Context: an optimization exercise on an open-source flow, tuned for small area. The choices shown serve that exercise and are no tape-out recipe. Function was checked by simulation only, so behaviour that the tests miss may differ from the original.

==> design/flow/design.v <==
`default_nettype none
package snake_pkg;
    typedef struct packed {
        logic [7-1:0] x;     
        logic [7-1:0] y;     
    } cell_t;
    typedef enum logic [1:0] {
        HEAD_UP    = 2'd0,
        HEAD_DOWN  = 2'd1,
        HEAD_LEFT  = 2'd2,
        HEAD_RIGHT = 2'd3
    } heading_t;
    typedef enum logic [2:0] {
        IDLE         = 3'd0,
        WAIT         = 3'd1,
        COLLISION    = 3'd2,
        MOVING       = 3'd3,
        MOVE_DONE    = 3'd4,
        EATEN_FRUIT  = 3'd5,
        FRUIT_UPDATE = 3'd6,
        RESET_IDLE   = 3'd7
    } game_state_t;
    typedef struct packed {
        logic move;      
        logic grow;      
        logic place;     
        logic restart;   
    } game_ctrl_t;
    typedef struct packed {
        logic turn_right;
        logic turn_left;
    } turn_t;
endpackage
`default_nettype wire
`timescale 1ns/1ps
`default_nettype none
module button_sync (
    input  wire              clock_25,
    input  wire              reset,
    input  wire              turn_right_button,
    input  wire              turn_left_button,
    output snake_pkg::turn_t presses
);
    logic [1:0] raw_buttons;
    logic [1:0] stage_new;   
    logic [1:0] stage_old;   
    assign raw_buttons = {turn_right_button, turn_left_button};
    always_ff @(posedge clock_25 or negedge reset) begin
        if (!reset) begin
            stage_new <= '0;
            stage_old <= '0;
            presses   <= '0;
        end else begin
            stage_new <= raw_buttons;
            stage_old <= stage_new;
            presses.turn_right <= stage_new[1] & ~stage_old[1];
            presses.turn_left  <= stage_new[0] & ~stage_old[0];
        end
    end
endmodule
`default_nettype wire
`timescale 1ns/1ps
`default_nettype none
module snake_control (
    input  wire                   clock_25,
    input  wire                   reset,
    input  wire snake_pkg::turn_t presses,
    input  wire                   game_tick,
    input  wire                   head_crash,
    input  wire                   fruit_hit,
    input  wire                   fruit_bad,
    output snake_pkg::game_ctrl_t ctrl,
    output logic                  check_move,
    output logic                  started,
    output logic                  game_over
);
    snake_pkg::game_state_t state;
    snake_pkg::game_state_t state_next;
    logic        any_press;
    assign any_press = presses.turn_right | presses.turn_left;   
    always_ff @(posedge clock_25 or negedge reset) begin
        if (!reset) state <= snake_pkg::RESET_IDLE;
        else        state <= state_next;
    end
    always_comb begin
        state_next = state;                              
        case (state)
            snake_pkg::RESET_IDLE:   state_next = snake_pkg::IDLE;
            snake_pkg::IDLE:         if (any_press) state_next = snake_pkg::WAIT;     
            snake_pkg::WAIT:         if (game_tick) state_next = snake_pkg::MOVING;
            snake_pkg::MOVING:       state_next = snake_pkg::MOVE_DONE;
            snake_pkg::MOVE_DONE: begin
                if (head_crash)     state_next = snake_pkg::COLLISION;
                else if (fruit_hit) state_next = snake_pkg::EATEN_FRUIT;
                else                state_next = snake_pkg::WAIT;
            end
            snake_pkg::EATEN_FRUIT:  state_next = snake_pkg::FRUIT_UPDATE;
            snake_pkg::FRUIT_UPDATE: if (!fruit_bad) state_next = snake_pkg::WAIT;    
            snake_pkg::COLLISION:    if (any_press) state_next = snake_pkg::RESET_IDLE;
            default:      state_next = snake_pkg::RESET_IDLE;
        endcase
    end
    always_comb begin
        ctrl         = '0;
        ctrl.move    = (state == snake_pkg::MOVING);
        ctrl.grow    = (state == snake_pkg::EATEN_FRUIT);
        ctrl.place   = (state == snake_pkg::FRUIT_UPDATE);
        ctrl.restart = (state == snake_pkg::RESET_IDLE);
    end
    assign started   = (state == snake_pkg::WAIT)      || (state == snake_pkg::MOVING) ||
                       (state == snake_pkg::MOVE_DONE) || (state == snake_pkg::EATEN_FRUIT) ||
                       (state == snake_pkg::FRUIT_UPDATE);
    assign game_over = (state == snake_pkg::COLLISION);
    assign check_move = (state == snake_pkg::MOVING);
endmodule
`default_nettype wire
`timescale 1ns/1ps
`default_nettype none
module snake_steering (
    input  wire                        clock_25,
    input  wire                        reset,
    input  wire snake_pkg::turn_t      presses,
    input  wire snake_pkg::game_ctrl_t ctrl,
    input  wire                        started,
    input  wire snake_pkg::heading_t   travel,     
    output snake_pkg::heading_t        heading
);
    snake_pkg::turn_t    turn_req;      
    snake_pkg::heading_t turned;
    always_ff @(posedge clock_25 or negedge reset) begin
        if (!reset) begin
            turn_req <= '0;
        end else if (ctrl.restart) begin
            turn_req <= '0;
        end else if (started && (presses.turn_right || presses.turn_left)) begin
            if (presses.turn_right && presses.turn_left) turn_req <= '0;   
            else                                         turn_req <= presses;
        end else if (ctrl.move) begin
            turn_req <= '0;                              
        end
    end
    always_comb begin
        turned = travel;
        case (travel)
            snake_pkg::HEAD_UP:    turned = turn_req.turn_right ? snake_pkg::HEAD_RIGHT : snake_pkg::HEAD_LEFT;
            snake_pkg::HEAD_RIGHT: turned = turn_req.turn_right ? snake_pkg::HEAD_DOWN  : snake_pkg::HEAD_UP;
            snake_pkg::HEAD_DOWN:  turned = turn_req.turn_right ? snake_pkg::HEAD_LEFT  : snake_pkg::HEAD_RIGHT;
            snake_pkg::HEAD_LEFT:  turned = turn_req.turn_right ? snake_pkg::HEAD_UP    : snake_pkg::HEAD_DOWN;
            default:    turned = travel;
        endcase
    end
    always_ff @(posedge clock_25 or negedge reset) begin
        if (!reset)                                     heading <= snake_pkg::HEAD_RIGHT;
        else if (ctrl.restart)                          heading <= snake_pkg::HEAD_RIGHT;   
        else if (turn_req.turn_right || turn_req.turn_left) heading <= turned;
    end
endmodule
`default_nettype wire
`timescale 1ns/1ps
`default_nettype none
module snake_body (
    input  wire                        clock_25,
    input  wire                        reset,
    input  wire snake_pkg::game_ctrl_t ctrl,
    input  wire snake_pkg::heading_t   heading,
    output snake_pkg::cell_t           head,
    output snake_pkg::heading_t        travel,      
    output logic [6-1:0] length,
    output logic                       head_crash,  
    input  wire snake_pkg::cell_t      cand,        
    input  wire snake_pkg::cell_t      cand_next,   
    input  wire                        check_move,  
    output logic                       fruit_bad    
);
    localparam int CB     = 7;
    localparam int SEGS   = 63 - 1;          
    localparam int X_LAST = 124 - 1;
    localparam int Y_LAST = 81 - 1;
    localparam int G      = 7;                           
    localparam int NG     = (SEGS + G - 1) / G;
    localparam int RW     = 3;                           
    logic [SEGS-1:0] step_u;     
    logic [SEGS-1:0] step_v;
    snake_pkg::cell_t head_step;
    logic  fresh;                
    logic  self_hit;
    logic  wall_hit;
    logic  body_hit;
    always_comb begin
        head_step = head;
        case (heading)
            snake_pkg::HEAD_UP:    if (head.y != '0)         head_step.y = head.y - CB'(1);
            snake_pkg::HEAD_DOWN:  if (head.y != CB'(Y_LAST)) head_step.y = head.y + CB'(1);
            snake_pkg::HEAD_LEFT:  if (head.x != '0)         head_step.x = head.x - CB'(1);
            snake_pkg::HEAD_RIGHT: if (head.x != CB'(X_LAST)) head_step.x = head.x + CB'(1);
            default:    head_step = head;
        endcase
    end
    always_ff @(posedge clock_25 or negedge reset) begin
        if (!reset) begin
            head.x <= CB'(8);
            head.y <= CB'(40);
            length <= 6'(6);
        end else if (ctrl.restart) begin
            head.x <= CB'(8);               
            head.y <= CB'(40);
            length <= 6'(6);
        end else begin
            if (ctrl.move) head <= head_step;
            if (ctrl.grow && length != 6'(63))
                length <= length + 6'(1);  
        end
    end
    always_ff @(posedge clock_25) begin
        if (ctrl.restart) begin
            step_u[6-2:0] <= '1;
            step_v[6-2:0] <= '1;
        end else if (ctrl.move) begin
            step_u <= {step_u[SEGS-2:0], heading[0]};
            step_v <= {step_v[SEGS-2:0], ~(heading[1] ^ heading[0])};
        end
    end
    always_ff @(posedge clock_25) begin
        if (ctrl.move) begin
            fresh   <= 1'b0;
        end else if (ctrl.grow && length != 6'(63)) begin
            fresh   <= 1'b1;
        end
    end
    assign travel = snake_pkg::heading_t'({~(step_u[0] ^ step_v[0]), step_u[0]});
    logic [7:0] dx, dy;                  
    logic [8:0] du, dv, du1, dv1;
    logic [7:0] ku, kv;                  
    assign dx  = {1'b0, head.x} - {1'b0, cand_next.x};
    assign dy  = {1'b0, head.y} - {1'b0, cand_next.y};
    assign du  = {dx[7], dx} + {dy[7], dy};
    assign dv  = {dx[7], dx} - {dy[7], dy};
    assign du1 = du + 9'd1;
    assign dv1 = dv + 9'd1;
    assign ku  = du1[8:1];
    assign kv  = dv1[8:1];
    logic [5:0] q_ku, q_kv;              
    logic       q_far;
    logic       q_odd;                   
    always_ff @(posedge clock_25) begin
        q_ku  <= ku[5:0];
        q_kv  <= kv[5:0];
        q_far <= (ku[7:5] != 3'b000 && ku[7:5] != 3'b111) ||
                 (kv[7:5] != 3'b000 && kv[7:5] != 3'b111);
        q_odd <= du[0];
    end
    logic [5:0] pu, pv;
    logic       far, odd;
    assign pu  = check_move ? {5'd0, !heading[0]} : q_ku;
    assign pv  = check_move ? {5'd0, heading[1] ^ heading[0]} : q_kv;
    assign far = !check_move && q_far;
    assign odd = check_move || q_odd;
    logic [SEGS-1:0] active;
    logic [6-1:0] nvalid;     
    assign nvalid = length - 6'(1) - 6'(fresh | check_move);
    for (genvar i = 0; i < SEGS; i++) begin : g_act
        assign active[i] = (nvalid > 6'(i));
    end
    logic [6:0] tu [0:NG];
    logic [6:0] tv [0:NG];
    assign tu[0] = {pu[5], pu};
    assign tv[0] = {pv[5], pv};
    logic [SEGS-1:0] hit;
    for (genvar k = 0; k < NG; k++) begin : g_grp
        localparam int N    = (SEGS - k*G < G) ? SEGS - k*G : G;
        localparam int NODD = (k*G + N) / 2 - (k*G) / 2;     
        logic [3:0] cu, cv;
        always_comb begin
            cu = '0;
            cv = '0;
            for (int j = 0; j < N; j++) begin
                cu = cu + 4'(step_u[k*G+j]);
                cv = cv + 4'(step_v[k*G+j]);
            end
        end
        assign tu[k+1] = tu[k] + 7'(NODD) - 7'(cu);
        assign tv[k+1] = tv[k] + 7'(NODD) - 7'(cv);
        logic [6:0] ou, ov;
        logic in_u, in_v;
        assign ou   = tu[k] + 7'(NODD);
        assign ov   = tv[k] + 7'(NODD);
        assign in_u = (ou <= 7'(N));
        assign in_v = (ov <= 7'(N));
        logic [RW-1:0] ru [0:N];
        logic [RW-1:0] rv [0:N];
        assign ru[0] = tu[k][RW-1:0];
        assign rv[0] = tv[k][RW-1:0];
        for (genvar j = 0; j < N; j++) begin : g_seg
            if ((k*G + j) % 2 == 0) begin : g_even
                assign ru[j+1] = ru[j] - RW'(step_u[k*G+j]);
                assign rv[j+1] = rv[j] - RW'(step_v[k*G+j]);
            end else begin : g_odd
                assign ru[j+1] = ru[j] + RW'(!step_u[k*G+j]);
                assign rv[j+1] = rv[j] + RW'(!step_v[k*G+j]);
            end
            assign hit[k*G+j] = in_u && in_v && (ru[j+1] == '0) && (rv[j+1] == '0) &&
                                active[k*G+j];
        end
    end
    logic [SEGS-1:0] odd_mask;
    for (genvar i = 0; i < SEGS; i++) begin : g_par
        assign odd_mask[i] = (i % 2 == 1);
    end
    assign body_hit = !far && (odd ? |(hit & ~odd_mask) : |(hit & odd_mask));
    assign wall_hit = (head.x == '0          && heading == snake_pkg::HEAD_LEFT)  ||
                      (head.x == CB'(X_LAST) && heading == snake_pkg::HEAD_RIGHT) ||
                      (head.y == '0          && heading == snake_pkg::HEAD_UP)    ||
                      (head.y == CB'(Y_LAST) && heading == snake_pkg::HEAD_DOWN);
    logic check_q;
    always_ff @(posedge clock_25) begin
        if (check_move) check_q <= wall_hit || body_hit;
        else            check_q <= body_hit || (cand == head) ||
                                   (cand.x >= CB'(124 - 1)) ||
                                   (cand.y >= CB'(81 - 1));
    end
    assign self_hit  = check_q;
    assign fruit_bad = check_q;
    assign head_crash = self_hit | wall_hit;
endmodule
`default_nettype wire
`timescale 1ns/1ps
`default_nettype none
module fruit_keeper (
    input  wire                        clock_25,
    input  wire                        reset,
    input  wire snake_pkg::game_ctrl_t ctrl,
    input  wire snake_pkg::cell_t      head,
    input  wire                        fruit_bad,   
    output snake_pkg::cell_t           cand,        
    output snake_pkg::cell_t           cand_next,   
    output snake_pkg::cell_t           fruit,
    output logic                       fruit_hit,
    output logic [6:0]                 score
);
    localparam int CB = 7;
    logic [CB-1:0] lfsr_x;
    logic [CB-1:0] lfsr_y;
    snake_pkg::cell_t         candidate;
    always_ff @(posedge clock_25 or negedge reset) begin
        if (!reset) begin
            lfsr_x <= CB'(28);
            lfsr_y <= CB'(48);
        end else begin
            lfsr_x <= {lfsr_x[CB-2:0], lfsr_x[6] ^ lfsr_x[5]};
            lfsr_y <= {lfsr_y[CB-2:0], lfsr_y[6] ^ lfsr_y[5]};
        end
    end
    assign candidate = {lfsr_x, lfsr_y};
    always_ff @(posedge clock_25 or negedge reset) begin
        if (!reset) begin
            fruit.x <= CB'(9);
            fruit.y <= CB'(40);
            score   <= '0;
        end else if (ctrl.restart) begin
            fruit.x <= CB'(9);              
            fruit.y <= CB'(40);
            score   <= '0;
        end else if (ctrl.grow) begin
            fruit <= candidate;                          
            if (score == 7'(99)) score <= '0;
            else                          score <= score + 7'd1;
        end else if (ctrl.place && fruit_bad) begin
            fruit <= candidate;                          
        end
    end
    assign cand      = candidate;
    assign cand_next = {lfsr_x[CB-2:0], lfsr_x[6] ^ lfsr_x[5],
                        lfsr_y[CB-2:0], lfsr_y[6] ^ lfsr_y[5]};
    assign fruit_hit = (fruit == head);
endmodule
`default_nettype wire
`timescale 1ns/1ps
`default_nettype none
module snake_game_top (
    input  wire                        clock_25,
    input  wire                        reset,
    input  wire                        turn_right_button,
    input  wire                        turn_left_button,
    input  wire                        game_tick,
    output snake_pkg::cell_t           head,
    output snake_pkg::cell_t           fruit,
    output logic [6-1:0] length,
    output logic [6:0]                 score,
    output logic                       started,
    output logic                       game_over
);
    snake_pkg::turn_t      presses;     
    snake_pkg::game_ctrl_t ctrl;        
    snake_pkg::heading_t   heading;
    snake_pkg::heading_t   travel;      
    snake_pkg::cell_t      cand;        
    snake_pkg::cell_t      cand_next;   
    logic       head_crash;
    logic       fruit_hit;
    logic       fruit_bad;
    logic       check_move;
    button_sync button_sync_i (
        .clock_25          (clock_25),
        .reset             (reset),
        .turn_right_button (turn_right_button),
        .turn_left_button  (turn_left_button),
        .presses           (presses)
    );
    snake_control snake_control_i (
        .clock_25   (clock_25),
        .reset      (reset),
        .presses    (presses),
        .game_tick  (game_tick),
        .head_crash (head_crash),
        .fruit_hit  (fruit_hit),
        .fruit_bad  (fruit_bad),
        .ctrl       (ctrl),
        .check_move (check_move),
        .started    (started),
        .game_over  (game_over)
    );
    snake_steering snake_steering_i (
        .clock_25 (clock_25),
        .reset    (reset),
        .presses  (presses),
        .ctrl     (ctrl),
        .started  (started),
        .travel   (travel),
        .heading  (heading)
    );
    snake_body snake_body_i (
        .clock_25   (clock_25),
        .reset      (reset),
        .ctrl       (ctrl),
        .heading    (heading),
        .head       (head),
        .travel     (travel),
        .length     (length),
        .head_crash (head_crash),
        .cand       (cand),
        .cand_next  (cand_next),
        .check_move (check_move),
        .fruit_bad  (fruit_bad)
    );
    fruit_keeper fruit_keeper_i (
        .clock_25  (clock_25),
        .reset     (reset),
        .ctrl      (ctrl),
        .head      (head),
        .fruit_bad (fruit_bad),
        .cand      (cand),
        .cand_next (cand_next),
        .fruit     (fruit),
        .fruit_hit (fruit_hit),
        .score     (score)
    );
endmodule
`default_nettype wire
==> design/flow/flow/run.sh <==
#!/bin/bash
# Own layout flow: the standard flow (standard.sh), with one change to synthesis.
# Synthesis is synth_recipe.tcl unchanged except that the adder step is skipped
# (ADDER_MAP_FILE empty) and abc maps with the script in mk_synth.sh at the real clock
# period (10000 ps) instead of ORFS's speed script. Registers are the same as in
# the standard synthesis: same passes before and after, same flop mapping.
set -euo pipefail
cd "$(dirname "$0")/.."
bash flow/mk_synth.sh synth_recipe.tcl > my_synth.tcl
bash standard.sh SYNTH_SCRIPT="$PWD/my_synth.tcl" ADDER_MAP_FILE= ABC_CLOCK_PERIOD_IN_PS=10000 finish > standard.log 2>&1
==> design/flow/flow/mk_synth.sh <==
#!/bin/bash
# Called by run.sh: writes my_synth.tcl from synth_recipe.tcl (argument 1).
# Same synthesis, except that the final abc mapping runs an area-oriented script:
# deep AIG resynthesis (&deepsyn, bounded in time), then delay-aware
# restructuring and mapping (&synch2, &nf at the clock period).
head -1 "$1"
cat <<'T'
proc abc {args} {
  set keep {}
  set skip 0
  foreach a $args {
    if {$skip} { set skip 0; continue }
    if {$a eq "-script"} { set skip 1; continue }
    lappend keep $a
  }
  lappend keep -script "+strash;&get -n;&deepsyn -T 150;&synch2;&nf {D};&put"
  yosys abc {*}$keep
}
T
tail -n +2 "$1"
==> design/flow/standard.sh <==
#!/bin/bash
# synth_recipe.tcl (not shown) runs the flow's synth.tcl, then flattens the netlist and writes it again
# the make line also repeats each setting of config.mk as NAME=value (left out here)
make -C /OpenROAD-flow-scripts/flow DESIGN_CONFIG=/design/flow/config.mk WORK_HOME=/design/flow/orfs CLKGATE_MAP_FILE= SYNTH_SCRIPT=/design/flow/synth_recipe.tcl "${@:-finish}"
==> design/flow/config.mk <==
export PLATFORM = sky130hd
export DESIGN_NAME = snake_game_top
export DESIGN_NICKNAME = snake_game_top
export VERILOG_FILES = /design/flow/design.v
export SDC_FILE = /design/flow/constraint.sdc
export NUM_CORES = 4
export LEC_CHECK = 0
export CAP_MARGIN = 20
export CORE_MARGIN = 2
export CORE_UTILIZATION = 40
export SLEW_MARGIN = 20
==> design/flow/constraint.sdc <==
create_clock -name core_clock -period 10.0 [get_ports {clock_25}]
set_input_delay 2.0000 -clock core_clock [delete_from_list [all_inputs] [get_ports {clock_25}]]
set_output_delay 2.0000 -clock core_clock [all_outputs]
set_load 0.01 [all_outputs]
==> run notes, run 1 <==
status=timing/DRC/antenna clean; fin. max-slew vios=0; dpl hpwl=slightly above 40000 µm; dpl ws=1.32 ns; Final WS setup=between 1 and 1.5 ns; placed cells=roughly 2700; first-pass GRT wire length=84300 µm; grt ovf=0; First DRT Iteration DRCs=roughly 1300; Post-Syn Instances=approximately 2000; Hold Buf Count CTS=0; Final Hold Viols=0; antenna violations before repair=1; clk latency of the worst-skew pair=0.59 ns; clk slew on worst S/H paths=0.06 ns; share of cells above drive strength 1=4.25%; CTS Sinks=roughly 210; wire per inst=19.3 µm; GP Congestion=0.929; Post-CTS Setup Inserts=0; clock buffer depth=3; Resize count post-CTS=0; Nets=2146; P&R area growth vs syn=13.2%; final setup fails=0; Fmax=115 MHz; DP Area=19400 µm²; Synth Flop Type=edfxtp_1; Tightest Pin Transition=around 1.2 ns; Fin Hold WS=0.381 ns; die area=about 47000 µm²; Syn Nets=2050; Max FO, Critical Path=14; crit path DAT=9.22 ns; Unique masters post-synth=67; vias in the first global route=about 15000; Setup CP Type=register to register; async set-reset flop share out of synthesis=32.7%; CP Capture Type=register; CTS tree=built; Post-Syn Area=between 15000 and 20000 µm²; routed vias/inst=5.80; post-layout util=about 46%; CTS Buf Count=29; Max Cap Violations=0; CTS H-tree depth=1; Syn Area/Cell=8.85 µm²; initial core utilization=40.8%; Post-synth EDFFs=roughly 110; Die Y=217 µm; total I/O pin count=48; Synth warnings=25; Worst EP required=10.52 ns; antenna cell count=0; drt first pass iters=7; fin crit share=~87%; row count=77; largest net degree at the start of global routing=69; Hold/Removal Path Class=register to register; number of synthesized register bits=~210; Antenna Nets Post-Route=0; clk_skew=0.0266 ns; final instance area=20500 µm²; buffers added on ports=47; Final Non-Filler Cells=2756; RSZ-0062 raised after global routing=false; die width=~220 µm; startpoint types=register; drt drc=0; clock root buffer=clkbuf_16; sequential fraction of the synthesis area=between 30% and 40%; crit path time final=8.71 ns; WL final=53300 µm; Slew HR=17.8%; gr usage total=22.4%; Vias=between 15000 and 20000; core area=44400 µm²; setup TNS=0 ns
==> worst max-delay path, cell delays in order (launching register included) <==
cell and delay (ns):
dfstp_2 0.76, clkinv_1 0.37, mux2i_1 0.65, xor2_1 0.20, buf_4 0.19, xnor3_1 0.39, o21ai_0 0.51, xnor2_1 0.24
xnor3_1 0.35, xnor2_1 0.42, xor2_1 0.48, nand2_1 0.10, o32ai_1 0.55, mux2i_1 0.48, xor2_1 0.48, xnor3_1 0.64
xor2_1 0.22, xnor2_1 0.27, xnor2_1 0.15, xnor2_1 0.30, nand2_1 0.09, nor4_1 0.29, a31oi_1 0.07, a211o_1 0.23
a32oi_1 0.19
==> flip-flops by register name, indices dropped and copies added (netlist names), 3 cells and up <==
signal / cells
fruit_keeper_i.fruit: 14
snake_control_i.state: 3
snake_body_i.step_v: 62
fruit_keeper_i.score: 7
snake_body_i.q_kv: 6
snake_body_i.q_ku: 6
snake_body_i.head: 14
fruit_keeper_i.lfsr_x: 7
snake_body_i.step_u: 62
fruit_keeper_i.lfsr_y: 7
snake_body_i.length: 6
==> cell families (layout without fill, tap and decap cells) <==
| kind of cell | after synthesis | count (layout) | share of synthesized area [%] |
|---|---|---|---|
| AOI/OAI and AO/OA | 496 | 496 | 18.0 |
| muxes | 27 | 27 | 1.54 |
| DFF | 208 | 208 | 31.3 |
| buffers and inverters | 56 | 175 | 1.16 |
| and+or+nand+nor | 727 | 727 | 19.3 |
| xor gates and xnor gates | 489 | 489 | 26.3 |
| adders and majority gates | 42 | 42 | 2.32 |
==> area by class of cell <==
type / count / area (µm²)
clock inverters: 15 / 139
fillers: 4234 / 23900
well taps: 592 / 741
inverters: 56 / 213
repair buffers: 65 / 601
flip-flops and latches: 208 / 5670
clock buffers: 39 / 898
multi-input cells: 1781 / 12200
==> metal layers <==
layer / share of wire [%] / track usage (%) / vias to the layer above
li1: - / - / 7712
met1: 45 / 30.3 / 7723
met2: 47 / 37.0 / 447
met3: 5.3 / 2.88 / 96
met4: 3.1 / 7.53 / 0
met5: 0 / 0 / -
==> cells in the mapped netlist, types with 28 or more instances <==
| library cell | number | area (µm²) |
|---|---|---|
| xnor2_1 | 294 | 2570 |
| nor2_1 | 204 | 766 |
| nand2_1 | 183 | 687 |
| xor2_1 | 161 | 1410 |
| a21oi_1 | 123 | 616 |
| edfxtp_1 | 114 | 3420 |
| o21ai_0 | 96 | 480 |
| nor3_1 | 60 | 300 |
| clkinv_1 | 56 | 210 |
| nand3_1 | 55 | 275 |
| dfrtp_1 | 49 | 1230 |
| maj3_1 | 42 | 420 |
| nand2b_1 | 38 | 238 |
| and2_0 | 34 | 213 |
| a31oi_1 | 30 | 188 |
| nand4_1 | 29 | 181 |
| a211oi_1 | 28 | 210 |
==> cell usage in the layout (no fill, tap or decap), types with 16 or more instances in the layout <==
cell type and instances:
a211oi_1 28, a21oi_1 123, a221oi_1 16, a22o_1 17, a31oi_1 30, and2_0 34, and3_1 26, buf_4 18
clkbuf_16 33, clkdlybuf4s50_1 46, clkinv_1 55, dfrtp_1 49, dfstp_2 19, dfxtp_1 26, edfxtp_1 114, maj3_1 42
mux2i_1 20, nand2_1 183, nand2b_1 38, nand3_1 55, nand4_1 29, nor2_1 204, nor3_1 60, nor4_1 21
o211ai_1 20, o21ai_0 96, o22ai_1 27, or3_1 19, xnor2_1 294, xnor3_1 26, xor2_1 161
==> final timing paths <==
path                                                         startpoint                              endpoint  slack [ns]  depth (start not counted)
min in group asynchronous                                         reset   fruit_keeper_i.fruit[4]$_DFFE_PN0P_        1.60                          2
worst min register to register     button_sync_i.stage_new[1]$_DFF_PN0_  button_sync_i.stage_old[1]$_DFF_PN0_        0.38                          0
worst max register to register  snake_steering_i.heading[0]$_DFFE_PN1P_          snake_body_i.check_q$_DFF_P_        1.29                         24
worst min-delay path               button_sync_i.stage_new[1]$_DFF_PN0_  button_sync_i.stage_old[1]$_DFF_PN0_        0.38                          0
worst max-delay path            snake_steering_i.heading[0]$_DFFE_PN1P_          snake_body_i.check_q$_DFF_P_        1.29                         24
max in group asynchronous                                         reset    snake_body_i.length[4]$_DFFE_PN0P_        7.81                          2
==> run 2, diff against run 1 <==
==> design/flow/flow/run.sh (replaced) <==
#!/bin/bash
# Own layout flow: the standard flow (standard.sh) with these changes:
# - synthesis: synth_recipe.tcl unchanged except that the adder step is skipped
#   (ADDER_MAP_FILE empty) and abc maps with the script in mk_synth.sh at the real
#   clock period (10000 ps). Registers are the same as in the standard synthesis:
#   same passes before and after, same flop mapping.
# - every port still gets its buffer, but a buf_1 instead of a delay buffer;
# - clock tree synthesis without dummy loads.
set -euo pipefail
cd "$(dirname "$0")/.."
bash flow/mk_synth.sh synth_recipe.tcl > my_synth.tcl
bash standard.sh SYNTH_SCRIPT="$PWD/my_synth.tcl" ADDER_MAP_FILE= ABC_CLOCK_PERIOD_IN_PS=10000 \
    BUFFER_PORTS_ARGS="-buffer_cell sky130_fd_sc_hd__buf_1" \
    CTS_ARGS="-sink_clustering_enable -repair_clock_nets -dont_use_dummy_load" \
    finish > standard.log 2>&1
==> run 2 against run 1 <==
Synthesized area unchanged. Wire length shrank 0.89%. Setup slack worse by 0.13 ns. Critical path depth unchanged. Largest cell class unchanged.
==> run notes, run 2 <==
placed cells=2704; CP Capture Type=register; async set-reset flop share out of synthesis=32.7%; Max Cap Violations=0; wire per inst=about 19 µm; Post-Syn Area=18100 µm²; Synth Flop Type=edfxtp_1; first-pass GRT wire length=around 84000 µm; CTS H-tree depth=1; Post-synth EDFFs=~110; most common cell after layout, fill and taps aside=xnor2_1; fin crit share=88.4%; Final Hold Viols=0; P&R area growth vs syn=9.80%; die area=about 47000 µm²; dpl ws=roughly 1.3 ns; Synth warnings=25; routed vias/inst=5.82; Final WS setup=between 1 and 1.5 ns; setup TNS=0 ns; Area contributors post-synth=edfxtp_1, xnor2_1, xor2_1; Unique masters post-synth=between 60 and 70; core area=44400 µm²; row count=a little under 80; Slew HR=~30%; top cells by count, synth=xnor2_1, nor2_1, nand2_1; drt first pass iters=6; Antenna Nets Post-Route=0; Tightest Pin Transition=1.04 ns; Reg2Reg Depth=24; share of cells above drive strength 1=3.22%; vias in the first global route=15100; Min-Delay Path Depth=0; top cell type's share of synthesized area=18.9%; Hold Crit Endpoint=button_sync_i.stage_old[0]$_DFF_PN0_; clk_skew=0.0621 ns; final instance area=19900 µm²; final setup fails=0; startpoint types=register; Resize count post-CTS=0; CTS tree=built; clock root buffer=clkbuf_16; Vias=15900; buffers added on ports=47; status=timing/DRC/antenna clean; Nets=about 2100; R2R setup slack=1.16 ns; grt ovf=0; post-layout util=44.8%; Largest regs=snake_body_i.step_u x62, snake_body_i.step_v x62; fin. max-slew vios=0; most frequent cells in the layout=xnor2_1, nor2_1, nand2_1, xor2_1, a21oi_1; antenna violations before repair=1; hold_sp=button_sync_i.stage_new[0]$_DFF_PN0_; clock buffer depth=3; CTS Sinks=roughly 210; sequential fraction of the synthesis area=31.3%; die width=approximately 220 µm; First DRT Iteration DRCs=1185; Syn Area/Cell=8.85 µm²; Syn Nets=2050; crit path time final=roughly 8.8 ns; initial core utilization=between 40% and 50%; crit path DAT=9.30 ns; Post-Syn Instances=2045; DP Area=19200 µm²; Hold/Removal Path Class=register to register; largest net degree at the start of global routing=69; number of synthesized register bits=208; count leader, synth=xnor2_1; GP Congestion=0.919; clk latency of the worst-skew pair=0.59 ns; Hold Buf Count CTS=0; Final Non-Filler Cells=2733; CTS Buf Count=28; clk slew on worst S/H paths=0.06 ns; Setup CP Type=register to register; total I/O pin count=48; Crit Reg-Reg Endpoint=snake_body_i.check_q$_DFF_P_; dpl hpwl=between 40000 and 50000 µm; RSZ-0062 raised after global routing=false; Synth area leader=edfxtp_1; Max FO, Critical Path=13; gr usage total=22.2%; WL final=52800 µm; Fin Hold WS=~0.37 ns; drt drc=0; Die Y=217 µm; Fmax=113 MHz; Post-CTS Setup Inserts=0; Worst EP required=10.45 ns; Reg-to-Reg Start=snake_control_i.state[1]$_DFFE_PN1P_
-- run 2: cell counts after synthesis --
No cell type changed its count.
-- run 2: worst max-delay path by stage --
stage | start | end | slack [ns] | cells after the start
2_1_floorplan | snake_control_i.state[1]$_DFFE_PN1P_ | snake_body_i.check_q$_DFF_P_ | 1.53 | 22
3_3_place_gp | snake_control_i.state[1]$_DFFE_PN1P_ | snake_body_i.check_q$_DFF_P_ | 1.49 | 23
5_1_grt | snake_control_i.state[1]$_DFFE_PN1P_ | snake_body_i.check_q$_DFF_P_ | 0.42 | 24
6_report | snake_control_i.state[1]$_DFFE_PN1P_ | snake_body_i.check_q$_DFF_P_ | 1.16 | 24
3_5_place_dp | snake_control_i.state[1]$_DFFE_PN1P_ | snake_body_i.check_q$_DFF_P_ | 1.35 | 23
4_1_cts | snake_control_i.state[1]$_DFFE_PN1P_ | snake_body_i.check_q$_DFF_P_ | 1.26 | 24
-- run 2: layout make-up --
type                    count  area, µm²
well taps                 592        741
repair buffers             67        328
clock buffers              28        701
diodes                      1       2.50
flip-flops and latches    208       5670
multi-input cells        1781      12200
inverters                  56        213
fillers                  4356      24500
-- run 2: worst max-delay path, cell delays in order, from the launching register on --
cell and delay [ns]:
dfstp_2 0.64, nand3b_1 0.47, mux2i_1 0.70, xor2_1 0.19, buf_4 0.19, xnor3_1 0.41, o21ai_0 0.54, xnor2_1 0.24
xnor3_1 0.35, xnor2_1 0.41, xor2_1 0.52, nand2_1 0.10, o32ai_1 0.55, mux2i_1 0.48, xor2_1 0.44, xnor3_1 0.64
xor2_1 0.22, xnor2_1 0.26, xnor2_1 0.15, xnor2_1 0.31, nand2_1 0.10, nor4_1 0.29, a31oi_1 0.07, a211o_1 0.23
a32oi_1 0.17
-- run 2: kinds of logic after synthesis --
logic type | Yosys count | synth area share, %
AO/OA/AOI/OAI | 496 | 18.0
XOR/XNOR | 489 | 26.3
adder cells (fa/ha/maj) | 42 | 2.32
buffers and inverters | 56 | 1.16
flip-flops | 208 | 31.3
multiplexers | 27 | 1.54
AND/OR/NAND/NOR | 727 | 19.3
-- run 2: per-layer routing --
layer / share of wire, % / vias up / wire (µm) / global-route usage (%)
met5: 0 / - / 0 / 0
met4: 3.6 / 0 / 1910 / 7.88
met3: 6.1 / 101 / 3240 / 4.36
met2: 46 / 427 / 24600 / 37.0
met1: 44 / 7648 / 23100 / 28.7
li1: - / 7720 / - / -
==> run 3, diff against run 2 <==
--- a/design/flow/flow/run.sh
+++ b/design/flow/flow/run.sh
@@ -5,11 +5,11 @@
 #   clock period (10000 ps). Registers are the same as in the standard synthesis:
 #   same passes before and after, same flop mapping.
 # - every port still gets its buffer, but a buf_1 instead of a delay buffer;
-# - clock tree synthesis without dummy loads.
+# - clock tree synthesis with clkbuf_8 buffers and without dummy loads.
 set -euo pipefail
 cd "$(dirname "$0")/.."
 bash flow/mk_synth.sh synth_recipe.tcl > my_synth.tcl
 bash standard.sh SYNTH_SCRIPT="$PWD/my_synth.tcl" ADDER_MAP_FILE= ABC_CLOCK_PERIOD_IN_PS=10000 \
     BUFFER_PORTS_ARGS="-buffer_cell sky130_fd_sc_hd__buf_1" \
-    CTS_ARGS="-sink_clustering_enable -repair_clock_nets -dont_use_dummy_load" \
+    CTS_ARGS="-sink_clustering_enable -repair_clock_nets -dont_use_dummy_load -buf_list sky130_fd_sc_hd__clkbuf_8" \
     finish > standard.log 2>&1
--- a/design/flow/flow/mk_synth.sh
+++ b/design/flow/flow/mk_synth.sh
@@ -13,7 +13,7 @@
     if {$a eq "-script"} { set skip 1; continue }
     lappend keep $a
   }
-  lappend keep -script "+strash;&get -n;&deepsyn -T 150;&synch2;&nf {D};&put"
+  lappend keep -script "+strash;&get -n;&deepsyn -T 300;&synch2;&nf {D};&put"
   yosys abc {*}$keep
 }
 T
==> run 3 against run 2 <==
Still clean. Critical path depth unchanged. Non-clock buffer count up 1. Via count up 0.46%. Synthesized area down 2.0%. Cell count up 0.33%. Critical endpoint unchanged.
==> run notes, run 3 <==
Fmax=106 MHz; Vias=between 15000 and 20000; most frequent cells in the layout=xnor2_1, nor2_1, nand2_1, xor2_1, a21oi_1; largest family of logic cells by synthesized area=XOR/XNOR gates; row count=just under 80; final setup fails=0; Syn Nets=2046; clk_skew=a little over 0.09 ns; fin. max-slew vios=0; share of cells above drive strength 1=4.00%; post-synthesis compound-gate area fraction=between 10% and 20%; total I/O pin count=48; largest net degree at the start of global routing=69; CP Capture Type=register; CTS Buf Count=41; Slew HR=31.4%; First DRT Iteration DRCs=1286; vias in the first global route=15000; clock buffer depth=3; Unique masters post-synth=between 60 and 70; startpoint types=register; antenna cell count=0; drt first pass iters=5; crit path time final=9.47 ns; grt ovf=0; die area=46100 µm²; Post-Synth Simple-Gate Area=around a fifth; routed vias/inst=5.82; CTS Sinks=208; Post-Syn Area=17700 µm²; GP Congestion=0.946; Tightest Pin Transition=between 1 and 1.5 ns; Min-Delay Path Depth=0; dpl ws=0.608 ns; Synth Flop Type=edfxtp_1; top cell type's share of synthesized area=19.3%; drt drc=0; Max Cap Violations=0; Die Y=215 µm; CTS H-tree depth=2; gr usage total=22.7%; crit path DAT=between 9 and 10 ns; status=timing/DRC/antenna clean; initial core utilization=40.3%; Nets=2157; sequential fraction of the synthesis area=31.9%; number of synthesized register bits=208; Synth warnings=25; Final WS setup=0.530 ns; clock root buffer=clkbuf_8; Largest regs=snake_body_i.step_u x62, snake_body_i.step_v x62; Post-CTS Setup Inserts=0; clk slew on worst S/H paths=around 0.05 ns; fin crit share=94.7%; Reg2Reg Depth=24; Synth Area in XOR/XNOR=24.5%; Synth area leader=edfxtp_1; Resize count post-CTS=0; Fillers=4345; buffers added on ports=47; wire per inst=around 19 µm; antenna violations before repair=0; mux cell area share after synthesis=under 10%; Area contributors post-synth=edfxtp_1, xnor2_1, dfrtp_1; Worst EP required=10.49 ns; die width=around 210 µm; CTS tree=built; core area=44000 µm²; Max FO, Critical Path=14; Setup CP Type=register to register; async set-reset flop share out of synthesis=32.7%; WL final=around 53000 µm; Post-synth EDFFs=114; Antenna Nets Post-Route=0; first-pass GRT wire length=84200 µm; Syn Area/Cell=slightly below 9 µm²; Hold Buf Count CTS=0; most common cell after layout, fill and taps aside=xnor2_1; Final Hold Viols=0; dpl hpwl=40400 µm; P&R area growth vs syn=9.38%; Hold/Removal Path Class=register to register; Post-Syn Instances=2041; area share of fa/ha/maj cells after synthesis=2.31%; clk latency of the worst-skew pair=0.62 ns; top cells by count, synth=xnor2_1, nor2_1, nand2_1; count leader, synth=xnor2_1
==> run 3: cells by family after synthesis <==
kind of cell    after synthesis
xor+xnor                    459
mux                          26
buf+inv                      52
fa+ha+maj                    41
compound gates              514
flops                       208
simple gates                741
==> run 3: worst paths after layout <==
path	start	end	slack, ns
max	snake_control_i.state[1]$_DFFE_PN1P_	snake_body_i.check_q$_DFF_P_	0.53
min	button_sync_i.stage_new[1]$_DFF_PN0_	button_sync_i.stage_old[1]$_DFF_PN0_	0.37
max reg2reg	snake_control_i.state[1]$_DFFE_PN1P_	snake_body_i.check_q$_DFF_P_	0.53
min reg2reg	button_sync_i.stage_new[1]$_DFF_PN0_	button_sync_i.stage_old[1]$_DFF_PN0_	0.37
max in group asynchronous	reset	snake_body_i.length[4]$_DFFE_PN0P_	7.84
min in group asynchronous	reset	fruit_keeper_i.lfsr_y[6]$_DFF_PN0_	1.58
==> run 3: routing by layer <==
metal	routed length (µm)	vias to the layer above	global-route usage, %
met5	0	-	0
met4	1460	0	7.66
met3	3230	95	3.59
met2	24600	446	37.1
met1	23800	7726	30.7
li1	-	7702	-
==> run 3: critical path, stage by stage (launching register included) <==
cell       delay [ns]
dfstp_2          0.66
nand3b_1         0.21
a22oi_1          0.58
xor2_1           0.51
xor2_1           0.55
xnor2_1          0.32
xnor2_1          0.79
xnor3_1          0.63
xnor2_2          0.53
xnor2_1          0.21
xnor2_1          0.40
xor2_1           0.45
xnor2_1          0.21
xor2_1           0.52
xor2_1           0.21
xnor2_1          0.52
xnor2_1          0.19
nand2b_1         0.10
a32oi_1          0.05
o21ai_0          0.28
o21ai_0          0.13
a2111oi_0        0.67
o2111ai_1        0.22
a41o_1           0.21
a22oi_1          0.15
==> run 3: final cells by class <==
class,instances,area (µm²),share of cell area [%]
Sequential cell,208,5670,29.2
Tap cell,592,741,3.82
Clock buffer,41,564,2.91
Timing Repair Buffer,68,335,1.73
Inverter,52,198,1.02
Multi-Input combinational cell,1781,11900,61.3
==> run 3: through the flow <==
| step | setup TNS, ns | util, % | hold WS (ns) | instances | area [µm²] |
|---|---|---|---|---|---|
| 2_1_floorplan | 0 | - | 0.347 | 2041 | 17700 |
| 3_3_place_gp | 0 | 42.8 | 0.355 | 2701 | 18800 |
| 3_5_place_dp | 0 | 42.8 | 0.366 | 2701 | 18800 |
| 4_1_cts | 0 | 44.1 | 0.378 | 2742 | 19400 |
| 5_1_grt | -0.0130 | 44.1 | 0.387 | 2742 | 19400 |
| 6_report | 0 | 44.1 | 0.372 | 2742 | 19400 |
==> run 4, diff against run 3 <==
--- a/design/flow/design.v
+++ b/design/flow/design.v
@@ -166,6 +166,7 @@
     output snake_pkg::cell_t           head,
     output snake_pkg::heading_t        travel,      
     output logic [6-1:0] length,
+    input  wire [6:0]                  score,       
     output logic                       head_crash,  
     input  wire snake_pkg::cell_t      cand,        
     input  wire snake_pkg::cell_t      cand_next,   
@@ -196,21 +197,24 @@
             default:    head_step = head;
         endcase
     end
+    logic len_full;                      
     always_ff @(posedge clock_25 or negedge reset) begin
         if (!reset) begin
-            head.x <= CB'(8);
-            head.y <= CB'(40);
-            length <= 6'(6);
+            head.x   <= CB'(8);
+            head.y   <= CB'(40);
+            len_full <= 1'b0;
         end else if (ctrl.restart) begin
-            head.x <= CB'(8);               
-            head.y <= CB'(40);
-            length <= 6'(6);
+            head.x   <= CB'(8);             
+            head.y   <= CB'(40);
+            len_full <= 1'b0;
         end else begin
             if (ctrl.move) head <= head_step;
-            if (ctrl.grow && length != 6'(63))
-                length <= length + 6'(1);  
+            if (ctrl.grow && length == 6'(63 - 1))
+                len_full <= 1'b1;
         end
     end
+    assign length = len_full ? 6'(63)
+                             : 6'(6) + score[6-1:0];
     always_ff @(posedge clock_25) begin
         if (ctrl.restart) begin
             step_u[6-2:0] <= '1;
@@ -436,6 +440,7 @@
         .head       (head),
         .travel     (travel),
         .length     (length),
+        .score      (score),
         .head_crash (head_crash),
         .cand       (cand),
         .cand_next  (cand_next),
--- a/design/flow/flow/mk_synth.sh
+++ b/design/flow/flow/mk_synth.sh
@@ -13,7 +13,7 @@
     if {$a eq "-script"} { set skip 1; continue }
     lappend keep $a
   }
-  lappend keep -script "+strash;&get -n;&deepsyn -T 300;&synch2;&nf {D};&put"
+  lappend keep -script "+strash;&get -n;&deepsyn -T 600;&synch2;&nf {D};&put"
   yosys abc {*}$keep
 }
 T
==> run 4 against run 3 <==
Register-to-register slack improved by 0.47 ns. Setup slack improved by 0.47 ns. Synthesized area fell by 2.1%. Die area shrank 2.1%. Core utilization rose by 0.14 points. Sequential share of layout area shrank 0.054 points. Cell count is 2.6% lower. Clock-buffer cell count is 1 lower.
==> run notes, run 4 <==
Storage cell area=5540 µm²; status=timing/DRC/antenna clean; Multi-input gate area=11600 µm²; Unique masters post-synth=68; antenna cell count=0; clock buffer depth=3; final setup fails=0; dpl ws=approximately 1.1 ns; crit path time final=9.00 ns; slowest cell on the critical path=xor3_1; clk latency of the worst-skew pair=0.60 ns; Reg-to-Reg Start=snake_body_i.step_u[0]$_SDFFE_PP1P_; Syn Nets=about 2000; most common cell after layout, fill and taps aside=xnor2_1; first-pass GRT wire length=81000 µm; most frequent cells in the layout=xnor2_1, nor2_1, nand2_1, xor2_1; share of cells above drive strength 1=3.98%; Worst EP required=10.37 ns; total I/O pin count=between 40 and 50; fin. max-slew vios=0; Resize count post-CTS=0; Hold/Removal Path Class=register to register; Syn Area/Cell=just under 9 µm²; routed vias/inst=just under 6; Fillers=about 4300; Die Y=212 µm; Slew HR=24.1%; core area=43000 µm²; Max Cap Violations=0; CTS H-tree depth=2; Nets=2092; grt ovf=0; RSZ-0062 raised after global routing=false; wire per inst=19.3 µm; GP Congestion=roughly 0.94; worst setup path end=snake_body_i.check_q$_DFF_P_; P&R area growth vs syn=9.47%; antenna violations before repair=0; Hold Buf Count CTS=0; top cell type's share of synthesized area=19.7%; Antenna Nets Post-Route=0; Largest regs=snake_body_i.step_u x62, snake_body_i.step_v x62; Post-CTS Setup Inserts=0; top cells by count, synth=xnor2_1, nor2_1, nand2_1; Synth warnings=25; sequential fraction of the synthesis area=31.9%; gr usage total=22.8%; die width=212 µm; count leader, synth=xnor2_1; vias in the first global route=14300; CTS Buf Count=40; async set-reset flop share out of synthesis=31.0%; row count=76; crit-path cells=xor3_1, xnor3_1, xor2_1, xnor2_1, nor2_1, xor2_1, xnor3_1, xor2_1, xor3_1, xnor2_1, xor2_1, xnor2_1, nor3b_1, xnor3_1, xnor2_1, xnor3_1, mux2_1, nor2_1, o22ai_1, a21oi_1, nor3_1, o31ai_1, a21oi_1; Vias=15400; Post-Syn Instances=1975; crit path launch=snake_body_i.step_u[0]$_SDFFE_PP1P_; Setup CP Type=register to register; Reg2Reg Depth=23; clk_skew=0.0815 ns; largest net degree at the start of global routing=64; Crit Reg-Reg Endpoint=snake_body_i.check_q$_DFF_P_; crit path DAT=9.37 ns; CP Capture Type=register; Synth area leader=edfxtp_1; buffers added on ports=47; Fmax=111 MHz; WL final=between 50000 and 60000 µm; clk slew on worst S/H paths=0.05 ns; drt first pass iters=5; initial core utilization=40.4%; Fin Hold WS=0.365 ns; R2R setup slack=~1 ns; Synth Flop Type=edfxtp_1; dpl hpwl=38200 µm; Post-Syn Area=17400 µm²; Tightest Pin Transition=1.13 ns; startpoint types=register; Area contributors post-synth=edfxtp_1, xnor2_1, xor2_1; max incr delay on CP=0.67 ns; Max FO, Critical Path=14; CTS tree=built; clock root buffer=clkbuf_8; CTS Sinks=a little over 200; First DRT Iteration DRCs=1160; die area=45100 µm²; drt drc=0; setup TNS=0 ns; Final WS setup=0.998 ns; Post-synth EDFFs=approximately 110; number of synthesized register bits=203; Final Hold Viols=0; fin crit share=90.0%
## run 4: layout make-up
cell class / instances / area share [%]
Inverter: 53 / 1.06
Multi-Input combinational cell: 1719 / 61.2
Tap cell: 585 / 3.85
Timing Repair Buffer: 70 / 1.84
Sequential cell: 203 / 29.2
Clock buffer: 40 / 2.90
## run 4: worst min-delay path by stage
stage	cells after the start	from	slack (ns)	end
2_1_floorplan	0	button_sync_i.stage_new[0]$_DFF_PN0_	0.35	button_sync_i.stage_old[0]$_DFF_PN0_
3_3_place_gp	0	button_sync_i.stage_new[1]$_DFF_PN0_	0.35	button_sync_i.stage_old[1]$_DFF_PN0_
3_5_place_dp	0	button_sync_i.stage_new[0]$_DFF_PN0_	0.36	button_sync_i.stage_old[0]$_DFF_PN0_
4_1_cts	0	button_sync_i.stage_new[1]$_DFF_PN0_	0.37	button_sync_i.stage_old[1]$_DFF_PN0_
5_1_grt	0	button_sync_i.stage_new[1]$_DFF_PN0_	0.39	button_sync_i.stage_old[1]$_DFF_PN0_
6_report	0	button_sync_i.stage_new[1]$_DFF_PN0_	0.37	button_sync_i.stage_old[1]$_DFF_PN0_
## run 4: kinds of logic after synthesis
group / after synthesis / synth area share (%)
flip-flops: 203 / 31.9
AO/OA/AOI/OAI: 488 / 18.0
AND/OR/NAND/NOR: 734 / 20.1
XOR/XNOR: 423 / 24.5
buffers and inverters: 53 / 1.15
adder cells (fa/ha/maj): 38 / 2.19
multiplexers: 36 / 2.13
## run 4: worst max-delay path: cells and delay by family (launching register included)
family | cells | cell delay, ns
AO/OA/AOI/OAI | 4 | 0.57
XOR/XNOR | 14 | 6.35
flip-flops | 1 | 0.64
multiplexers | 1 | 0.36
AND/OR/NAND/NOR | 4 | 0.89
## run 4: metal layers
layer	routed length [µm]	track usage (%)
met4	1470	7.07
met2	22300	34.9
met5	0	0
met3	3190	3.44
met1	24500	32.9
## run 4: per-stage QoR
step | std cells | utilization (%) | area [µm²]
after floorplan | 1975 | - | 17400
after global placement | 2630 | 42.9 | 18500
after detailed placement | 2630 | 42.9 | 18500
after CTS | 2670 | 44.2 | 19000
after global routing | 2670 | 44.2 | 19000
final | 2670 | 44.2 | 19000
==> run 5, diff against run 4 <==
--- a/design/flow/design.v
+++ b/design/flow/design.v
@@ -315,10 +315,12 @@
                       (head.x == CB'(X_LAST) && heading == snake_pkg::HEAD_RIGHT) ||
                       (head.y == '0          && heading == snake_pkg::HEAD_UP)    ||
                       (head.y == CB'(Y_LAST) && heading == snake_pkg::HEAD_DOWN);
+    logic cand_on_head;
+    assign cand_on_head = (q_ku == 6'd0) && (q_kv == 6'd0) && !q_odd && !q_far;
     logic check_q;
     always_ff @(posedge clock_25) begin
         if (check_move) check_q <= wall_hit || body_hit;
-        else            check_q <= body_hit || (cand == head) ||
+        else            check_q <= body_hit || cand_on_head ||
                                    (cand.x >= CB'(124 - 1)) ||
                                    (cand.y >= CB'(81 - 1));
     end
==> design/flow/flow/run.sh (replaced) <==
#!/bin/bash
# Own layout flow: the standard flow (standard.sh) with these changes:
# - synthesis: synth_recipe.tcl unchanged except that the adder step is skipped
#   (ADDER_MAP_FILE empty) and abc maps with the script in mk_synth.sh at the real
#   clock period (10000 ps). Registers are the same as in the standard synthesis:
#   same passes before and after, same flop mapping.
# - every port still gets its buffer, but a buf_1 instead of a delay buffer;
# - clock tree synthesis with clkbuf_4 buffers and without dummy loads.
set -euo pipefail
cd "$(dirname "$0")/.."
bash flow/mk_synth.sh synth_recipe.tcl > my_synth.tcl
bash standard.sh SYNTH_SCRIPT="$PWD/my_synth.tcl" ADDER_MAP_FILE= ABC_CLOCK_PERIOD_IN_PS=10000 \
    BUFFER_PORTS_ARGS="-buffer_cell sky130_fd_sc_hd__buf_1" \
    CTS_ARGS="-sink_clustering_enable -repair_clock_nets -dont_use_dummy_load -buf_list sky130_fd_sc_hd__clkbuf_4" \
    finish > standard.log 2>&1
==> run 5 against run 4 <==
Still clean on timing, DRC and antenna. Core utilization down 0.11 points. Via count up 3.0%. Wire length up 2.4%. Non-clock buffer count down 8. Design area up 0.41%. Largest cell class unchanged.
==> run notes, run 5 <==
Vias=around 16000; routed vias/inst=5.88; status=timing/DRC/antenna clean; die width=~210 µm; dpl hpwl=40200 µm; Post-Syn Instances=1988; Tightest Pin Transition=approximately 1.2 ns; most common cell after layout, fill and taps aside=xnor2_1; count leader, synth=xnor2_1; Max FO, Critical Path=12; Nets=2117; Post-Syn Area=about 18000 µm²; RSZ-0062 raised after global routing=false; antenna violations before repair=1; Unique masters post-synth=71; Synth area leader=edfxtp_1; drt first pass iters=8; Syn Area/Cell=8.85 µm²; largest net degree at the start of global routing=64; wire per inst=19.5 µm; First DRT Iteration DRCs=1196; final instance area=19100 µm²; Max Cap Violations=0; vias in the first global route=14800; buffers added on ports=47; WL final=52600 µm; Post-CTS Setup Inserts=0; GP Congestion=about 0.9; clk_skew=roughly 0.16 ns; Worst EP required=10.72 ns; die area=about 46000 µm²; drt drc=0; Die Y=214 µm; clock root buffer=clkbuf_4; clock buffer depth=3; Synth warnings=25; CTS tree=built; startpoint types=register; top cells by count, synth=xnor2_1, nor2_1, nand2_1; number of synthesized register bits=203; first-pass GRT wire length=82600 µm; clk slew on worst S/H paths=~0.050 ns; Post-synth EDFFs=114; Slew HR=21.1%; CTS Buf Count=60; CTS Sinks=around 200; gr usage total=23.2%; Fmax=between 100 and 150 MHz; slowest cell on the critical path=xnor2_1; fin. max-slew vios=0; clk latency of the worst-skew pair=roughly 0.84 ns; Synth Flop Type=edfxtp_1; crit path time final=around 9 ns; most frequent cells in the layout=xnor2_1, nor2_1, nand2_1, a21oi_1, edfxtp_1; fin crit share=90.5%; share of cells above drive strength 1=4.50%; total I/O pin count=48; DP Area=around 19000 µm²; P&R area growth vs syn=8.44%; initial core utilization=between 40% and 50%; top cell type's share of synthesized area=19.4%; core area=43300 µm²; Syn Nets=1993; crit-path cells=xor3_1, xnor3_1, xnor3_1, nand2_1, a22oi_1, o21ai_0, xnor2_1, nand3_1, a31oi_1, xor3_1, xnor2_1, xnor2_1, xnor3_1, xnor3_1, xnor2_1, xor2_1, o2111a_1, o311ai_0, a221oi_1, o21ai_0, a31oi_1, o21a_1; Largest regs=snake_body_i.step_u x62, snake_body_i.step_v x62; Area contributors post-synth=edfxtp_1, xnor2_1, dfrtp_1; Hold/Removal Path Class=register to register; Resize count post-CTS=0; row count=76; async set-reset flop share out of synthesis=31.0%; Final Hold Viols=0; setup TNS=0 ns; CP Capture Type=register; Antenna Nets Post-Route=0; crit path DAT=9.77 ns; Worst path top cell family by delay=XOR/XNOR gates; CTS H-tree depth=2; Buf+Inv Stages, Crit Path=0; final setup fails=0; sequential fraction of the synthesis area=31.5%; Setup CP Type=register to register; grt ovf=0; Hold Buf Count CTS=0; max incr delay on CP=approximately 0.8 ns
run 5: changes by cell type after synthesis, moves of 8 or more:
cell | previous run | this run
nor2_1 | 215 | 200
nand3_1 | 50 | 68
and2_0 | 28 | 36
a22o_1 | 18 | 10
xnor2_1 | 232 | 260
xor2_1 | 152 | 114
o211ai_1 | 10 | 34
a31oi_1 | 29 | 17
nor3_1 | 72 | 64
a211oi_1 | 15 | 26
o21ai_0 | 123 | 104
run 5: layout make-up:
| class | instances | area, µm² |
|---|---|---|
| multi-input cells | 1735 | 11900 |
| fillers | 4295 | 24200 |
| flip-flops and latches | 203 | 5540 |
| well taps | 585 | 732 |
| inverters | 50 | 190 |
| diodes | 1 | 2.50 |
| clock buffers | 60 | 450 |
| repair buffers | 62 | 290 |
run 5: worst paths after layout:
path	startpoint	endpoint	slack [ns]	depth (start not counted)
max reg2reg	snake_body_i.step_u[3]$_SDFFE_PP1P_	snake_body_i.check_q$_DFF_P_	0.95	22
min reg2reg	button_sync_i.stage_new[0]$_DFF_PN0_	button_sync_i.stage_old[0]$_DFF_PN0_	0.36	0
min in group asynchronous	reset	fruit_keeper_i.fruit[9]$_DFFE_PN0P_	1.34	2
min	button_sync_i.stage_new[0]$_DFF_PN0_	button_sync_i.stage_old[0]$_DFF_PN0_	0.36	0
max	snake_body_i.step_u[3]$_SDFFE_PP1P_	snake_body_i.check_q$_DFF_P_	0.95	22
max in group asynchronous	reset	button_sync_i.stage_old[0]$_DFF_PN0_	7.99	2
run 5: cells by family (layout without fill, tap and decap cells):
logic type      after synthesis  after routing  synth area share (%)
simple gates                749            749                  20.4
xor+xnor                    415            415                  23.9
other cells                   0              1                     0
buf+inv                      50            172                  1.07
compound gates              498            498                  19.0
fa+ha+maj                    37             37                  2.10
flops                       203            203                  31.5
mux                          36             36                  2.10
run 5: stage by stage:
step | worst slack, ns | hold WS (ns) | std cells | util, %
2_1_floorplan | 1.04 | 0.347 | 1988 | -
3_3_place_gp | 1.12 | 0.351 | 2634 | 43.0
3_5_place_dp | 0.940 | 0.356 | 2634 | 43.1
4_1_cts | 1.05 | 0.366 | 2694 | 44.1
5_1_grt | 0.234 | 0.380 | 2696 | 44.1
6_report | 0.949 | 0.362 | 2696 | 44.1
run 5: metal layers:
metal	up-vias	part of all wire, %	GRT usage [%]
li1	7644	-	-
met1	7617	46	31.9
met2	477	44	35.9
met3	118	5.9	3.95
met4	0	3.8	10.2
met5	-	0	0
==> run 6, diff against run 5 <==
==> design/flow/flow/run.sh (replaced) <==
#!/bin/bash
# Own layout flow: the standard flow (standard.sh) with these changes:
# - synthesis: synth_recipe.tcl unchanged except that the adder step is skipped
#   (ADDER_MAP_FILE empty) and abc maps with the script in mk_synth.sh at the real
#   clock period (10000 ps). Registers are the same as in the standard synthesis:
#   same passes before and after, same flop mapping.
# - every port still gets its buffer, but a buf_1 instead of a delay buffer;
# - clock tree synthesis with clkbuf_4 buffers, clusters of at most 12 sinks within
#   40 um, and without dummy loads.
set -euo pipefail
cd "$(dirname "$0")/.."
bash flow/mk_synth.sh synth_recipe.tcl > my_synth.tcl
bash standard.sh SYNTH_SCRIPT="$PWD/my_synth.tcl" ADDER_MAP_FILE= ABC_CLOCK_PERIOD_IN_PS=10000 \
    BUFFER_PORTS_ARGS="-buffer_cell sky130_fd_sc_hd__buf_1" \
    CTS_ARGS="-sink_clustering_enable -repair_clock_nets -dont_use_dummy_load -buf_list sky130_fd_sc_hd__clkbuf_4 -sink_clustering_size 12 -sink_clustering_max_diameter 40" \
    finish > standard.log 2>&1
==> run 6 against run 5 <==
Still clean. Maximum frequency is 1.3% lower. Clock-buffer cell count is 22 lower. Sequential share of layout area is 0.25 points higher. First-iteration DRC count is 1.8% higher. Synthesized cell count stayed put. Synthesized area stayed put. Wire length is 0.61% lower. Sequential cell count stayed put. Clock skew is 0.052 ns lower. Core utilization is 0.38 points lower. Global-route usage is 0.12 points lower. Critical path type unchanged. Critical endpoint unchanged.
==> run notes, run 6 <==
Unique masters post-synth=71; Worst EP required=10.66 ns; Post-Syn Area=17600 µm²; Nets=about 2100; Syn Area/Cell=approximately 8.9 µm²; Max Cap Violations=0; die width=214 µm; Resize count post-CTS=0; antenna violations before repair=1; Final Hold Viols=0; GP Congestion=0.916; CTS tree=built; clk latency of the worst-skew pair=0.79 ns; P&R area growth vs syn=7.50%; Synth warnings=25; Tightest Pin Transition=1.18 ns; Antenna Nets Post-Route=0; Slew HR=20.5%; post-layout util=43.7%; crit path DAT=a little under 10 ns; Fin Hold WS=0.376 ns; Post-Syn Instances=slightly below 2000; clk_skew=about 0.11 ns; drt first pass iters=15; wire per inst=19.6 µm; Fillers=between 4000 and 5000; buffers added on ports=47; clock buffer depth=3; clk slew on worst S/H paths=0.10 ns; total I/O pin count=48; row count=76; drt drc=0; Synth area leader=edfxtp_1; final instance area=roughly 19000 µm²; CTS Buf Count=38; share of cells above drive strength 1=under 10%; Area contributors post-synth=edfxtp_1, xnor2_1, dfrtp_1; number of synthesized register bits=203; crit path time final=9.17 ns; status=timing/DRC/antenna clean; Die Y=214 µm; count leader, synth=xnor2_1; initial core utilization=40.7%; Fmax=109 MHz; clock root buffer=clkbuf_4; largest net degree at the start of global routing=64; Hold/Removal Path Class=register to register; routed vias/inst=5.87; WL final=52300 µm; Synth Flop Type=edfxtp_1; Hold Buf Count CTS=0; die area=45700 µm²; dpl hpwl=40200 µm; first-pass GRT wire length=82200 µm; DP Area=around 19000 µm²; gr usage total=23.1%; Setup CP Type=register to register; final setup fails=0; placed cells=2634; Vias=15700; CTS H-tree depth=2; Largest regs=snake_body_i.step_u x62, snake_body_i.step_v x62; R2R setup slack=0.83 ns; most frequent cells in the layout=xnor2_1, nor2_1, nand2_1, a21oi_1, edfxtp_1; Storage cell area=5540 µm²; RSZ-0062 raised after global routing=false; vias in the first global route=14600; most common cell after layout, fill and taps aside=xnor2_1; CP Capture Type=register; sequential fraction of the synthesis area=31.5%; core area=43300 µm²; startpoint types=register; top cell type's share of synthesized area=19.4%; Syn Nets=between 1500 and 2000; Post-CTS Setup Inserts=0; Multi-input gate area=11900 µm²; async set-reset flop share out of synthesis=31.0%; setup TNS=0 ns; fin. max-slew vios=0; Final Non-Filler Cells=2674; Max FO, Critical Path=12; Post-synth EDFFs=around 110; grt ovf=0; First DRT Iteration DRCs=~1200; fin crit share=91.7%; CTS Sinks=203; top cells by count, synth=xnor2_1, nor2_1, nand2_1
[run 6: cell count changes in the layout (fill, tap and decap cells not counted)]
cell	delta
clkbuf_4	-22
[run 6: area by class of cell]
class | count | area share, %
Timing Repair Buffer | 62 | 1.53
Antenna cell | 1 | 0.0132
Multi-Input combinational cell | 1735 | 62.8
Inverter | 50 | 1.01
Tap cell | 585 | 3.87
Sequential cell | 203 | 29.3
Clock buffer | 38 | 1.51
[run 6: cells by family after synthesis]
kind of cell	share of synthesized area [%]
multiplexers	2.10
XOR/XNOR	23.9
adder cells (fa/ha/maj)	2.10
buffers and inverters	1.07
AO/OA/AOI/OAI	19.0
flip-flops	31.5
AND/OR/NAND/NOR	20.4
[run 6: worst paths after layout]
check / to / startpoint / depth (start not counted)
max in group asynchronous: fruit_keeper_i.score[4]$_DFFE_PN0P_ / reset / 2
min reg2reg: button_sync_i.stage_old[0]$_DFF_PN0_ / button_sync_i.stage_new[0]$_DFF_PN0_ / 0
max reg2reg: snake_body_i.check_q$_DFF_P_ / snake_body_i.step_u[3]$_SDFFE_PP1P_ / 22
max: snake_body_i.check_q$_DFF_P_ / snake_body_i.step_u[3]$_SDFFE_PP1P_ / 22
min: button_sync_i.stage_old[0]$_DFF_PN0_ / button_sync_i.stage_new[0]$_DFF_PN0_ / 0
min in group asynchronous: fruit_keeper_i.fruit[9]$_DFFE_PN0P_ / reset / 2
[run 6: metrics by stage]
stage          setup WS (ns)
2_1_floorplan           1.04
3_3_place_gp            1.12
3_5_place_dp           0.940
4_1_cts                0.961
5_1_grt                0.145
6_report               0.832
[run 6: worst max-delay path, stage by stage, from the launching register on]
cell and delay, ns:
dfxtp_1 0.47, xor3_1 0.58, xnor3_1 0.46, xnor3_1 0.72, nand2_1 0.22, a22oi_1 0.19
o21ai_0 0.24, xnor2_1 0.81, nand3_1 0.15, a31oi_1 0.54, xor3_1 0.45, xnor2_1 0.60
xnor2_1 0.30, xnor3_1 0.71, xnor3_1 0.55, xnor2_1 0.57, xor2_1 0.23, o2111a_1 0.28
o311ai_0 0.40, a221oi_1 0.17, o21ai_0 0.18, a31oi_1 0.10, o21a_1 0.19
[run 6: routing by layer]
metal  share of wire [%]  vias to the layer above  GRT usage, %
met5                   0                        -             0
met3                 6.3                      115          3.84
li1                    -                     7591             -
met2                  44                      467          35.5
met4                 4.0                        0          10.2
met1                  46                     7532          31.9

[afterwards: timing with drivers on the ports]
The flow's constraints put no driver on any port. The routed layouts listed below were extracted and timed again, unchanged, in two steps.
Step 1: set_driving_cell puts a clkbuf_16 on clock_25 and a buf_2 on each other input, an assumption about the parent block.
Step 2 also shifts input and output timing later by t, the mid clock arrival at the registers, as if the neighbouring blocks saw the same clock.
a / b / c = ideal / step 1 / step 2; a / b = the first two.
| run | shift t [ns] | slack for setup (ns) | latest minus earliest clock arrival (ns) | slew at the worst register clock pin (ns) |
|---|---|---|---|---|
| run 1 | 0.642 | 1.292 / 1.292 / 1.292 | 0.030 / 0.030 | 0.06 / 0.06 |
| run 2 | 0.619 | 1.157 / 1.157 / 1.157 | 0.065 / 0.065 | 0.06 / 0.06 |
| run 3 | 0.625 | 0.530 / 0.530 / 0.530 | 0.099 / 0.099 | 0.06 / 0.06 |
| run 4 | 0.606 | 0.998 / 0.998 / 0.998 | 0.084 / 0.084 | 0.07 / 0.07 |
| run 5 | 0.804 | 0.949 / 0.949 / 0.949 | 0.164 / 0.164 | 0.07 / 0.07 |
| run 6 | 0.782 | 0.832 / 0.832 / 0.832 | 0.121 / 0.121 | 0.10 / 0.10 |
After both steps every run listed still meets setup and hold.
